What follows belongs to an exercise in optimizing a design on an open flow for small area and a short achievable clock period; a production flow would make more cautious choices. Function was checked by simulation only, so behaviour that the tests miss may differ from the original. Power is estimated from default activity; no workload was simulated.

## median_filter
module median_filter (
	input  logic        clk,
	input  logic        rst,
	input  logic        i_clken,
	input  logic        i_mode,
	input  logic [39:0] i_column,
	output logic [7:0]  o_median,
	output logic        o_valid
);
	logic [7:0][39:0] h;
	logic [1:0] mode_q;
	always_ff @(posedge clk) begin
		if (i_clken) begin
			h <= {h[6:0], i_column};
			mode_q <= {mode_q[0], i_mode};
		end
	end
	logic [24:0] s1_alive;
	logic [4:0] s1_q;
	assign s1_alive[0] = mode_q[0];
	assign s1_alive[1] = mode_q[0];
	assign s1_alive[2] = mode_q[0];
	assign s1_alive[3] = mode_q[0];
	assign s1_alive[4] = mode_q[0];
	assign s1_alive[5] = mode_q[0];
	assign s1_alive[6] = 1;
	assign s1_alive[7] = 1;
	assign s1_alive[8] = 1;
	assign s1_alive[9] = mode_q[0];
	assign s1_alive[10] = mode_q[0];
	assign s1_alive[11] = 1;
	assign s1_alive[12] = 1;
	assign s1_alive[13] = 1;
	assign s1_alive[14] = mode_q[0];
	assign s1_alive[15] = mode_q[0];
	assign s1_alive[16] = 1;
	assign s1_alive[17] = 1;
	assign s1_alive[18] = 1;
	assign s1_alive[19] = mode_q[0];
	assign s1_alive[20] = mode_q[0];
	assign s1_alive[21] = mode_q[0];
	assign s1_alive[22] = mode_q[0];
	assign s1_alive[23] = mode_q[0];
	assign s1_alive[24] = mode_q[0];
	assign s1_q = mode_q[0] ? 5'd19 : 5'd27;
	logic [24:0] s1_b1;
	logic [5:0] s1_e1;
  ...
clock: 22.0 ns
lec_check: 0
cap_margin: 20
core_margin: 2
core_utilization: 40
cts_cluster_diameter: 100
cts_cluster_size: 30
slew_margin: 20
synth_hierarchical: 1
synth_minimum_keep_size: 0
standard.sh (not shown) runs the stock make flow with config.mk's settings and CLKGATE_MAP_FILE= SYNTH_SCRIPT=/design/flow/synth_recipe.tcl, a recipe that flattens the netlist after the stock synthesis.
==> flow/flow/run.sh <==
#!/bin/bash
# standard layout, with setup repair aiming well below the clock period
set -euo pipefail
bash standard.sh SETUP_SLACK_MARGIN=16.0 finish > standard_make.log 2>&1
Next try:
==> flow/flow/run.sh (replaced) <==
#!/bin/bash
# standard layout, with setup repair aiming well below the clock period
# and the smallest buffer on the ports
set -euo pipefail
bash standard.sh SETUP_SLACK_MARGIN=16.5 "BUFFER_PORTS_ARGS=-buffer_cell sky130_fd_sc_hd__buf_1" finish > standard_make.log 2>&1
--- a/flow/config.mk
+++ b/flow/config.mk
@@ -9,5 +9,6 @@
 export CORE_MARGIN = 2
-export CORE_UTILIZATION = 40
+export CORE_UTILIZATION = 55
 export CTS_CLUSTER_DIAMETER = 100
 export CTS_CLUSTER_SIZE = 30
+export PLACE_DENSITY = 0.8
 export SLEW_MARGIN = 20
The new run completed with no timing, DRC or antenna violations.
Power is lower slightly.
Clock power drops by about a fifth.
Design area came out lower by a few percent.
Wire length drops slightly.
Sequential cell count stays the same.
Sequential power stays flat.
Sequential share of layout area rises by 1.1 points.
Die area goes down by a quarter to a third.
Next try:
--- a/flow/config.mk
+++ b/flow/config.mk
@@ -9,6 +9,5 @@
 export CORE_MARGIN = 2
-export CORE_UTILIZATION = 55
+export CORE_UTILIZATION = 65
 export CTS_CLUSTER_DIAMETER = 100
 export CTS_CLUSTER_SIZE = 30
-export PLACE_DENSITY = 0.8
 export SLEW_MARGIN = 20
=> The new run ran to the end with no violations. Design area went down slightly. Cell count drops by a few percent. Count of clock-buffer cells in the layout shrinks by 2. Setup slack is about the same. Sequential share of layout area rose by 0.23 points. Worst hold slack barely changes. Synthesized area is unchanged. Utilization goes up by 11 points. Routed wire length came out higher slightly. Clock skew is about the same.
Next try:
==> flow/run.sh (new file) <==
#!/bin/bash
# synth_recipe.tcl (not shown) runs the flow's synth.tcl, then flattens the netlist and writes it again
# the make line also repeats each setting of config.mk as NAME=value (left out here)
make -C /OpenROAD-flow-scripts/flow DESIGN_CONFIG=/design/flow/config.mk WORK_HOME=/design/flow/orfs CLKGATE_MAP_FILE= SYNTH_SCRIPT=/design/flow/synth_recipe.tcl finish
--- a/flow/config.mk
+++ b/flow/config.mk
@@ -9,5 +9,6 @@
 export CORE_MARGIN = 2
-export CORE_UTILIZATION = 65
+export CORE_UTILIZATION = 55
 export CTS_CLUSTER_DIAMETER = 100
 export CTS_CLUSTER_SIZE = 30
+export SETUP_SLACK_MARGIN = 5
 export SLEW_MARGIN = 20
removed: flow/flow/run.sh
removed: flow/standard.sh
Clock power is higher by about 5%.
Critical path depth is higher by 1.
Design area is higher by 0.80%.
Die area is higher by 18%.

==> what the ideal ports hide <==
Ports are ideal in the flow. The routed layouts listed here were re-timed in OpenROAD. Step 1: set_driving_cell puts a clkbuf_16 on clk and a buf_2 on each other input, an assumption about the parent block. Step 2 moves the port delays by t, midway between the first and last clock arrival at a register: inputs arrive t later, outputs are due t later. That takes back most of the time a late clock gives input paths. Slacks: ideal / step 1 / step 2; pairs: ideal / step 1.
| run | t, ns | setup slack, ns | hold slack, ns |
|---|---|---|---|
| the first run | 0.624 | 16.061 / 16.004 / 15.663 | 0.405 / 0.405 / 0.405 |
| the second run | 0.597 | 16.515 / 16.465 / 16.009 | 0.417 / 0.417 / 0.417 |
| the third run | 0.586 | 16.515 / 16.477 / 15.956 | 0.416 / 0.416 / 0.416 |
| the fourth run | 0.601 | 14.842 / 14.844 / 14.244 | 0.425 / 0.425 / 0.425 |
After both steps setup and hold are still met in every run listed. The setup slack of the fourth run, which loses most, moves by +0.002 ns with the drivers and by -0.598 ns with both steps.
